From an optimization exercise on the open Yosys and OpenROAD flow, aimed at small area, a short achievable clock period and few clock cycles per item; shortcuts taken in it are not production practice.
The RTL was checked by simulation tests, not by an equivalence proof against the original design.
Power figures rest on the tool's default switching activity, not on a simulated workload.

==> inputs of 12-17 <==
==> flow/design.v <==
module alu_exec_unit #(
    parameter  int WIDTH = 64,
    parameter  int DEPTH = 32,
    localparam int AW    = $clog2(DEPTH)
) (
    input  logic             i_clock,
    input  logic             i_reset_n,
    input  logic             i_cmd_valid,
    output logic             o_cmd_ready,
    input  logic [2:0]       i_cmd_op,
    input  logic [AW-1:0]    i_cmd_rs1,
    input  logic [AW-1:0]    i_cmd_rs2,
    input  logic [AW-1:0]    i_cmd_rd,
    input  logic             i_ld_valid,
    input  logic [AW-1:0]    i_ld_addr,
    input  logic [WIDTH-1:0] i_ld_data,
    output logic             o_rsp_valid,
    output logic [WIDTH-1:0] o_rsp_result,
    output logic             o_rsp_carry,
    output logic             o_rsp_overflow,
    output logic             o_rsp_zero,
    output logic             o_rsp_illegal
);
    localparam int LV = $clog2(WIDTH + 1);    
    logic [WIDTH-1:0]   r_regs [DEPTH];
    logic [DEPTH-1:1]   r_written;
    logic               r_d_v;
    logic [2:0]         r_d_op;
    logic [AW-1:0]      r_d_rd;
    logic [DEPTH-1:1]   r_d_sel_a;
    logic [DEPTH-1:1]   r_d_sel_b;
    logic               r_d_wbyp_a;    
    logic               r_d_wbyp_b;
    logic               r_d_fwd_a;     
    logic               r_d_fwd_b;
    logic               r_e_v;
    logic               r_e_we;
    logic [AW-1:0]      r_e_rd;
    logic [WIDTH-1:0]   r_e_a;
    logic [WIDTH-1:0]   r_e_p;
    logic               r_e_and;
    logic               r_e_or;
    logic               r_e_nor;
    logic               r_e_arith;
    logic               r_e_slt;
    logic               r_e_sub;
    logic               r_e_illegal;
    logic               r_w_v;
    logic [DEPTH-1:1]   r_wsel;
    logic [WIDTH-1:0]   r_wdata;
    logic [WIDTH-1:0]   r_result;
    logic               r_carry;
    logic               r_ovf;
    logic               r_zero;
    logic               r_illegal;
    logic               w_accept;
    logic [DEPTH-1:1]   w_wen;
    logic               w_d_we;
    logic               w_d_sub;
    logic [WIDTH-1:0]   w_d_a;
    logic [WIDTH-1:0]   w_d_b;
    logic [WIDTH-1:0]   w_d_bx;
    logic [WIDTH-1:0]   w_e_a;
    logic [WIDTH-1:0]   w_e_p;
    logic [WIDTH-1:0]   w_p;
    logic [WIDTH-1:0]   w_logic;
    logic [WIDTH-1:0]   w_res0;
    logic [WIDTH-1:0]   w_res1;
    logic [WIDTH:0]     w_c;
    logic               w_slt;
    logic [WIDTH-1:0]   w_k;
    logic [WIDTH-1:0]   w_zbit;
    logic               w_zero;
    logic [WIDTH-1:0]   w_result;
    assign o_cmd_ready = ~i_ld_valid;
    assign w_accept    = i_cmd_valid & ~i_ld_valid;
    assign o_rsp_valid    = r_w_v;
    assign o_rsp_result   = r_result;
    assign o_rsp_carry    = r_carry;
    assign o_rsp_overflow = r_ovf;
    assign o_rsp_zero     = r_zero;
    assign o_rsp_illegal  = r_illegal;
    assign w_wen = r_wsel;
    always_ff @(posedge i_clock) begin
        for (int i = 1; i < DEPTH; i++)
            if (w_wen[i]) r_regs[i] <= r_wdata;
    end
    always_ff @(posedge i_clock or negedge i_reset_n) begin
        if (!i_reset_n) r_written <= '0;
        else            r_written <= r_written | w_wen;
    end
    assign w_d_we  = r_d_v & (r_d_op[2:1] != 2'b11) & (r_d_rd != '0);
    assign w_d_sub = (r_d_op == 3'b011) | (r_d_op == 3'b100);
    always_ff @(posedge i_clock or negedge i_reset_n) begin
        if (!i_reset_n) r_d_v <= 1'b0;
        else            r_d_v <= w_accept;
    end
    always_ff @(posedge i_clock) begin
        r_d_op     <= i_cmd_op;
        r_d_rd     <= i_cmd_rd;
        r_d_fwd_a  <= w_d_we & (r_d_rd == i_cmd_rs1);
        r_d_fwd_b  <= w_d_we & (r_d_rd == i_cmd_rs2);
        r_d_wbyp_a <= r_e_we & (r_e_rd == i_cmd_rs1);
        r_d_wbyp_b <= r_e_we & (r_e_rd == i_cmd_rs2);
        for (int i = 1; i < DEPTH; i++) begin
            r_d_sel_a[i] <= (i_cmd_rs1 == AW'(i)) & (r_written[i] | w_wen[i])
                          & ~(r_e_we & (r_e_rd == i_cmd_rs1));
            r_d_sel_b[i] <= (i_cmd_rs2 == AW'(i)) & (r_written[i] | w_wen[i])
                          & ~(r_e_we & (r_e_rd == i_cmd_rs2));
        end
    end
    always_comb begin
        w_d_a = {WIDTH{r_d_wbyp_a}} & r_wdata;
        w_d_b = {WIDTH{r_d_wbyp_b}} & r_wdata;
        for (int i = 1; i < DEPTH; i++) begin
            w_d_a = w_d_a | ({WIDTH{r_d_sel_a[i]}} & r_regs[i]);
            w_d_b = w_d_b | ({WIDTH{r_d_sel_b[i]}} & r_regs[i]);
        end
    end
    assign w_d_bx = w_d_b ^ {WIDTH{w_d_sub}};
    always_comb begin
        for (int i = 0; i < WIDTH; i++) begin
            w_e_a[i] = w_result[i] ? (r_d_fwd_a | w_d_a[i]) : (~r_d_fwd_a & w_d_a[i]);
            w_e_p[i] = w_result[i]
                ? ((r_d_fwd_a | w_d_a[i]) ^ (r_d_fwd_b ? ~w_d_sub : w_d_bx[i]))
                : ((~r_d_fwd_a & w_d_a[i]) ^ (r_d_fwd_b ? w_d_sub : w_d_bx[i]));
        end
    end
    always_ff @(posedge i_clock or negedge i_reset_n) begin
        if (!i_reset_n) begin
            r_e_v  <= 1'b0;
            r_e_we <= 1'b0;
        end else begin
            r_e_v  <= r_d_v;
            r_e_we <= w_d_we;
        end
    end
    always_ff @(posedge i_clock) begin
        r_e_rd      <= r_d_rd;
        r_e_a       <= w_e_a;
        r_e_p       <= w_e_p;
        r_e_and     <= (r_d_op == 3'b000);
        r_e_or      <= (r_d_op == 3'b001);
        r_e_arith   <= (r_d_op[2:1] == 2'b01);
        r_e_slt     <= (r_d_op == 3'b100);
        r_e_nor     <= (r_d_op == 3'b101);
        r_e_sub     <= w_d_sub;
        r_e_illegal <= (r_d_op[2:1] == 2'b11);
    end
    assign w_p = r_e_p;
    logic [WIDTH:0] w_pp [LV+1];
    logic [WIDTH:0] w_vv [LV+1];
    assign w_pp[0] = {w_p, 1'b0};
    assign w_vv[0] = {r_e_a, r_e_sub};
    for (genvar l = 0; l < LV; l++) begin : g_lvl
        for (genvar j = 0; j <= WIDTH; j++) begin : g_pos
            if (j >= (1 << l)) begin : g_op
                assign w_vv[l+1][j] = w_pp[l][j] ? w_vv[l][j-(1<<l)] : w_vv[l][j];
                assign w_pp[l+1][j] = w_pp[l][j] & w_pp[l][j-(1<<l)];
            end else begin : g_cp
                assign w_vv[l+1][j] = w_vv[l][j];
                assign w_pp[l+1][j] = w_pp[l][j];
            end
        end
    end
    assign w_c = w_vv[LV];
    assign w_logic = (w_p & {WIDTH{r_e_or}})
                   | (~w_p & ((r_e_a & {WIDTH{r_e_and | r_e_or}}) | (~r_e_a & {WIDTH{r_e_nor}})));
    assign w_res0 = ({WIDTH{r_e_arith}} &  w_p) | w_logic;
    assign w_res1 = ({WIDTH{r_e_arith}} & ~w_p) | w_logic;
    assign w_slt = w_p[WIDTH-1] ^ w_c[WIDTH];
    always_comb begin
        for (int i = 0; i < WIDTH; i++) w_result[i] = w_c[i] ? w_res1[i] : w_res0[i];
        if (r_e_slt) w_result[0] = w_slt;
    end
    assign w_k    = {r_e_a[WIDTH-2:0] | w_p[WIDTH-2:0], r_e_sub};
    assign w_zbit = r_e_arith ? ~(w_p ^ w_k) : ~w_logic;
    assign w_zero = (&w_zbit) & ~(r_e_slt & w_slt);
    always_ff @(posedge i_clock or negedge i_reset_n) begin
        if (!i_reset_n) begin
            r_w_v  <= 1'b0;
            r_wsel <= '0;
        end else begin
            r_w_v <= r_e_v;
            for (int i = 1; i < DEPTH; i++)
                r_wsel[i] <= r_e_we ? (r_e_rd == AW'(i)) : (i_ld_valid & (i_ld_addr == AW'(i)));
        end
    end
    always_ff @(posedge i_clock) begin
        r_wdata   <= r_e_we ? w_result : i_ld_data;
        r_result  <= w_result;
        r_carry   <= r_e_arith & w_c[WIDTH];
        r_ovf     <= r_e_arith & (w_c[WIDTH] ^ w_c[WIDTH-1]);
        r_zero    <= w_zero;
        r_illegal <= r_e_illegal;
    end
endmodule
==> flow/run.sh <==
#!/bin/bash
# synth_recipe.tcl (not shown) runs the flow's synth.tcl, then flattens the netlist and writes it again
# the make line also repeats each setting of config.mk as NAME=value (left out here)
make -C /OpenROAD-flow-scripts/flow DESIGN_CONFIG=/design/flow/config.mk WORK_HOME=/design/flow/orfs CLKGATE_MAP_FILE= SYNTH_SCRIPT=/design/flow/synth_recipe.tcl finish
==> flow/config.mk <==
export PLATFORM = sky130hd
export DESIGN_NAME = alu_exec_unit
export DESIGN_NICKNAME = alu_exec_unit
export VERILOG_FILES = /design/flow/design.v
export SDC_FILE = /design/flow/constraint.sdc
export NUM_CORES = 4
export LEC_CHECK = 0
export ABC_AREA = 1
export CAP_MARGIN = 20
export CORE_MARGIN = 2
export CORE_UTILIZATION = 40
export CTS_CLUSTER_DIAMETER = 50
export CTS_CLUSTER_SIZE = 20
export GPL_ROUTABILITY_DRIVEN = 1
export GPL_TIMING_DRIVEN = 1
export PLACE_DENSITY = 0.5
export SETUP_SLACK_MARGIN = 2.6
export SLEW_MARGIN = 20
export TNS_END_PERCENT = 100
==> flow/constraint.sdc <==
create_clock -name core_clock -period 5.0 [get_ports {i_clock}]
set_input_delay 1.0000 -clock core_clock [delete_from_list [all_inputs] [get_ports {i_clock}]]
set_output_delay 1.0000 -clock core_clock [all_outputs]
set_load 0.01 [all_outputs]
==> 04-24 (differences from 12-17) <==
- CTS_CLUSTER_DIAMETER: 50 -> 60
- CTS_CLUSTER_SIZE: 20 -> 24
- SETUP_SLACK_MARGIN: 2.6 -> 2.35
- TNS_END_PERCENT: 100 -> 5
==> comparison table <==
item	04-24	12-17
Outcome	complete, no violations	complete, no violations
Actual slew at the worst max-slew pin	1.30 ns	1.32 ns
Pre-antenna DRT Iters	7	9
Final hold slack	0.0283 ns	0.0397 ns
Number of non-clock inverters	779	781
Total inserted antenna cells	52	61
Total of cells resized after clock tree synthesis	164	1146
Detailed route wirelength on metal2	271000 um	280000 um
Met3 Usage GRT	0.204	0.229
Synthesis-to-finish area growth	16.7%	27.5%
Area of the multi-input gates	39300 um^2	43400 um^2
Total of plain and repair buffers excluding clock buffers	660	970
Number of standard cells in the layout, taps in and fillers out	16279	16767
Signal arrival time at the worst endpoint	3.89 ns	3.51 ns
Headroom to the max-slew limit	0.136	0.119
Via count	107148	111448
Met1 Use GR	0.576	0.592
Number of multi-input combinational cells	8267	8269
Final-stage net count	12409	12817
Routed met1 length	236000 um	244000 um
Critical Path Fanout Max	23	9
Net switching component of the power	20.4 mW	22.5 mW
Testbench counts of 12-17, summed over its fixed seeds: cycles 11,232, commands 9,600.
Testbench counts of 04-24, summed over its fixed seeds: cycles 11,232, commands 9,600.

## re-timing with driven ports
The results above use ideal ports. As a check the final layouts listed here were re-extracted and re-timed, cells and wires unchanged.
Step 1: set_driving_cell puts a clkbuf_16 on i_clock and a buf_2 on each other input, an assumption about the parent block.
Step 2, shift: input delay + t, output delay - t, t = (earliest + latest rising clock arrival at the registers) / 2. This alone moves slack from input paths to output paths.
Three values: ideal, step 1, step 2; two values: the first two.
run | t (ns) | setup WS [ns] | hold WS [ns] | worst setup path at the end | clock arrival spread, ns
12-17 | 1.055 | 2.383 / 2.383 / 1.698 | 0.040 / -0.060 / 0.325 | input to register | 0.082 / 0.082
04-24 | 1.056 | 1.923 / 1.923 / 1.287 | 0.028 / -0.065 / 0.327 | input to register | 0.074 / 0.074
After both steps setup and hold are still met in every run listed. The setup slack of 12-17, which loses most, moves by 0.000 ns with the drivers and by -0.685 ns with both steps.
